This design comes from an exercise in tuning for a short achievable clock period and few clock cycles per item on the open sky130 flow, not from production work. At most, simulation tests tie the RTL to the original design; equivalence was not proved. Power and IR drop assume default switching activity.

## main
==> flow/design.v <==
package cache_pkg;
	localparam int WORDS_PER_LINE = 4;
	localparam int WORD_BITS      = 32;
	localparam int PROC_ADDR_BITS = 30;
	localparam int MEM_ADDR_BITS  = 28;
	typedef logic [31:0] word_t;
	typedef logic [WORDS_PER_LINE*WORD_BITS-1:0] line_t;
	typedef logic [29:0] proc_addr_t;    
	typedef logic [27:0] mem_addr_t;     
	typedef struct packed {
		logic       read;
		logic       write;
		proc_addr_t addr;
		word_t      wdata;
	} proc_req_t;
	typedef struct packed {
		logic      read;
		logic      write;
		mem_addr_t addr;
		line_t     wdata;     
	} mem_req_t;
	typedef enum logic [1:0] {
		ST_READY     = 2'd0,
		ST_WRITEBACK = 2'd1,
		ST_FILL      = 2'd2
	} cache_state_e;
endpackage
`timescale 1ns/1ps
module wb_cache (
	input  logic         clk,
	input  logic         rst_n,
	input  logic         proc_read,
	input  logic         proc_write,
	input  logic [29:0]  proc_addr,
	input  logic [31:0]  proc_wdata,
	output logic [31:0]  proc_rdata,
	output logic         proc_stall,
	output logic         mem_read,
	output logic         mem_write,
	output logic [27:0]  mem_addr,
	output logic [127:0] mem_wdata,
	input  logic [127:0] mem_rdata,
	input  logic         mem_ready
);
	logic [25:0]  tag_q  [8];
	logic [127:0] data_q [8];
	logic [7:0]   valid_q;
	logic [7:0]   dirty_q;
	logic [3:0]   lru_q;       
	logic        done_q;       
	logic        wb_q;         
	logic        fill_q;       
	logic        idle;
	logic [2:0]  line_q;       
	logic [1:0]  word_q;
	logic [31:0]  rdata_q;
	logic         mem_read_q;
	logic         mem_write_q;
	logic [27:0]  mem_addr_q;
	logic [127:0] mem_wdata_q;
	assign idle = !(done_q | wb_q | fill_q);
	logic        req;
	logic [1:0]  set;
	logic [25:0] tag;
	logic [7:0]  match;
	logic [1:0]  way_hit;
	logic        hit;
	assign req = proc_read | proc_write;
	assign set = proc_addr[3:2];
	assign tag = proc_addr[29:4];
	always_comb begin
		for (int i = 0; i < 8; i++) begin
			match[i] = valid_q[i] && (tag_q[i] == tag);
		end
		way_hit[0] = match[{set, 1'b0}];
		way_hit[1] = match[{set, 1'b1}];
	end
	assign hit = |way_hit;
	logic [3:0]   vway_s;
	logic [3:0]   vdirty_s;
	logic [25:0]  vtag_s  [4];
	logic [127:0] vline_s [4];
	always_comb begin
		for (int s = 0; s < 4; s++) begin
			if (!valid_q[2*s])          vway_s[s] = 1'b0;
			else if (!valid_q[2*s + 1]) vway_s[s] = 1'b1;
			else                        vway_s[s] = lru_q[s];
			vdirty_s[s] = dirty_q[2*s + vway_s[s]];
			vtag_s[s]   = tag_q[2*s + vway_s[s]];
			vline_s[s]  = data_q[2*s + vway_s[s]];
		end
	end
	logic         vway;
	logic         vdirty;
	assign vway   = vway_s[set];
	assign vdirty = vdirty_s[set];
	logic [31:0] word0, word1;
	assign word0 = data_q[{set, 1'b0}][proc_addr[1:0]*32 +: 32];
	assign word1 = data_q[{set, 1'b1}][proc_addr[1:0]*32 +: 32];
	always_ff @(posedge clk or negedge rst_n) begin
		if (!rst_n) begin
			done_q      <= 1'b0;
			wb_q        <= 1'b0;
			fill_q      <= 1'b0;
			mem_read_q  <= 1'b0;
			mem_write_q <= 1'b0;
		end else begin
			if (idle) begin
				done_q      <= req & hit;
				wb_q        <= req & !hit & vdirty;
				fill_q      <= req & !hit & !vdirty;
				mem_write_q <= req & !hit & vdirty;
				mem_read_q  <= req & !hit & !vdirty;
			end else if (wb_q) begin
				if (mem_ready) begin
					wb_q        <= 1'b0;
					fill_q      <= 1'b1;
					mem_write_q <= 1'b0;
					mem_read_q  <= 1'b1;
				end
			end else if (fill_q) begin
				if (mem_ready) begin
					fill_q     <= 1'b0;
					done_q     <= 1'b1;
					mem_read_q <= 1'b0;
				end
			end else begin
				done_q <= 1'b0;
			end
		end
	end
	logic wb_addr;
	assign wb_addr = idle ? vdirty : (wb_q & !mem_ready);
	always_ff @(posedge clk) begin
		if (idle) begin
			line_q <= {set, hit ? way_hit[1] : vway};
			word_q <= proc_addr[1:0];
		end
		rdata_q     <= fill_q ? mem_rdata[word_q*32 +: 32] : (way_hit[1] ? word1 : word0);
		mem_addr_q  <= wb_addr ? {vtag_s[set], set} : proc_addr[29:2];
		mem_wdata_q <= vline_s[set];
	end
	always_ff @(posedge clk or negedge rst_n) begin
		if (!rst_n) begin
			valid_q <= '0;
			dirty_q <= '0;
			lru_q   <= '0;
		end else begin
			if (fill_q && mem_ready) begin
				valid_q[line_q] <= 1'b1;
				dirty_q[line_q] <= 1'b0;
			end
			if (done_q) begin
				lru_q[line_q[2:1]] <= ~line_q[0];
				if (proc_write) begin
					dirty_q[line_q] <= 1'b1;
				end
			end
		end
	end
	always_ff @(posedge clk) begin
		if (fill_q && mem_ready) begin
			tag_q[line_q] <= proc_addr[29:4];
		end
		for (int i = 0; i < 8; i++) begin
			for (int k = 0; k < 4; k++) begin
				if (fill_q && mem_ready && line_q == 3'(i)) begin
					data_q[i][k*32 +: 32] <= mem_rdata[k*32 +: 32];
				end else if (done_q && proc_write && line_q == 3'(i) && word_q == 2'(k)) begin
					data_q[i][k*32 +: 32] <= proc_wdata;
				end
			end
		end
	end
	assign proc_rdata = rdata_q;
	assign proc_stall = !done_q;
	assign mem_read   = mem_read_q;
	assign mem_write  = mem_write_q;
	assign mem_addr   = mem_addr_q;
	assign mem_wdata  = mem_wdata_q;
endmodule
Settings: LEC_CHECK=0, ABC_AREA=0, ABC_CLOCK_PERIOD_IN_PS=2500, CAP_MARGIN=20, CORE_MARGIN=2, CORE_UTILIZATION=50, GPL_TIMING_DRIVEN=1, SETUP_SLACK_MARGIN=5, SLEW_MARGIN=20, TNS_END_PERCENT=100; clock period 8.0 ns.
run.sh (not shown) runs the stock make flow with config.mk's settings and CLKGATE_MAP_FILE= SYNTH_SCRIPT=/design/flow/synth_recipe.tcl, a recipe that flattens the netlist after the stock synthesis.
Testbench counts of main, summed over its fixed seeds: cycles 135,775, items 24,000.
diff inputs: main => the feature branch
diff --git a/flow/design.v b/flow/design.v
--- a/flow/design.v
+++ b/flow/design.v
@@ -127,20 +127,24 @@
 			end else begin
 				done_q <= 1'b0;
 			end
 		end
 	end
-	logic wb_addr;
-	assign wb_addr = idle ? vdirty : (wb_q & !mem_ready);
 	always_ff @(posedge clk) begin
 		if (idle) begin
-			line_q <= {set, hit ? way_hit[1] : vway};
-			word_q <= proc_addr[1:0];
+			line_q      <= {set, hit ? way_hit[1] : vway};
+			word_q      <= proc_addr[1:0];
+			rdata_q     <= way_hit[1] ? word1 : word0;
+			mem_addr_q  <= vdirty ? {vtag_s[set], set} : proc_addr[29:2];
+			mem_wdata_q <= vline_s[set];
 		end
-		rdata_q     <= fill_q ? mem_rdata[word_q*32 +: 32] : (way_hit[1] ? word1 : word0);
-		mem_addr_q  <= wb_addr ? {vtag_s[set], set} : proc_addr[29:2];
-		mem_wdata_q <= vline_s[set];
+		if (wb_q && mem_ready) begin
+			mem_addr_q <= proc_addr[29:2];
+		end
+		if (fill_q) begin
+			rdata_q <= mem_rdata[word_q*32 +: 32];
+		end
 	end
 	always_ff @(posedge clk or negedge rst_n) begin
 		if (!rst_n) begin
 			valid_q <= '0;
 			dirty_q <= '0;
--- outcome ---
- Where clock skew is concerned, main is outperformed by the feature branch.
- Ratio of final minimum period to clock period: lower on main
- Going from main to the feature branch, clock buffer count in the final layout lost 29; sequential share of layout area picked up an extra 1.2 points; met3 usage lost 1.5 points; highest fanout seen on the critical path lost 86; data required time at the worst endpoint picked up an extra 80 ps.
- Looking at count of buffering cells on the critical path with inverters included, the feature branch sits 4 above main.
- Est. power | the feature branch vs main | the feature branch higher
- There was hardly any difference in post-synthesis share of cell area spent on xor and xnor gates between main and the feature branch.
- Die area delta (the feature branch − main): unfavourable
- On the feature branch: post-place instance area is 1.6% higher than what main gave.
- Going from main to the feature branch, non-clock inverter instance count of the final layout lower; slew of the pin with the lowest slew margin now smaller.
Function not checked in the feature branch: the RTL went through the layout flow alone.

## port drivers added, routing unchanged
In the flow no input, the clock included, has a driving cell. The finished layouts below were timed again as built, in two steps. Step 1, drivers: a clkbuf_16 drives clk and a buf_2 each remaining input, both assumed. Step 2 times the ports against the registers' clock, not the clock port: input delays grow and output delays shrink by t, the midpoint of the rising clock arrivals with the driver on. Slacks: ideal / step 1 / step 2; pairs: ideal / step 1.
run | t (ns) | slack for setup (ns) | worst hold slack (ns) | worst setup path after step 2 | latest minus earliest clock arrival (ns)
main | 0.897 | 4.799 / 4.584 / 3.686 | 0.492 / 0.492 / 0.492 | input to register | 0.038 / 0.037
the feature branch | 0.913 | 4.656 / 4.628 / 3.716 | 0.503 / 0.503 / 0.503 | input to register | 0.025 / 0.025
After both steps setup and hold are still met in every run listed. For main, which loses most, drivers alone change the setup slack by -0.215 ns; drivers and shift together by -1.113 ns.
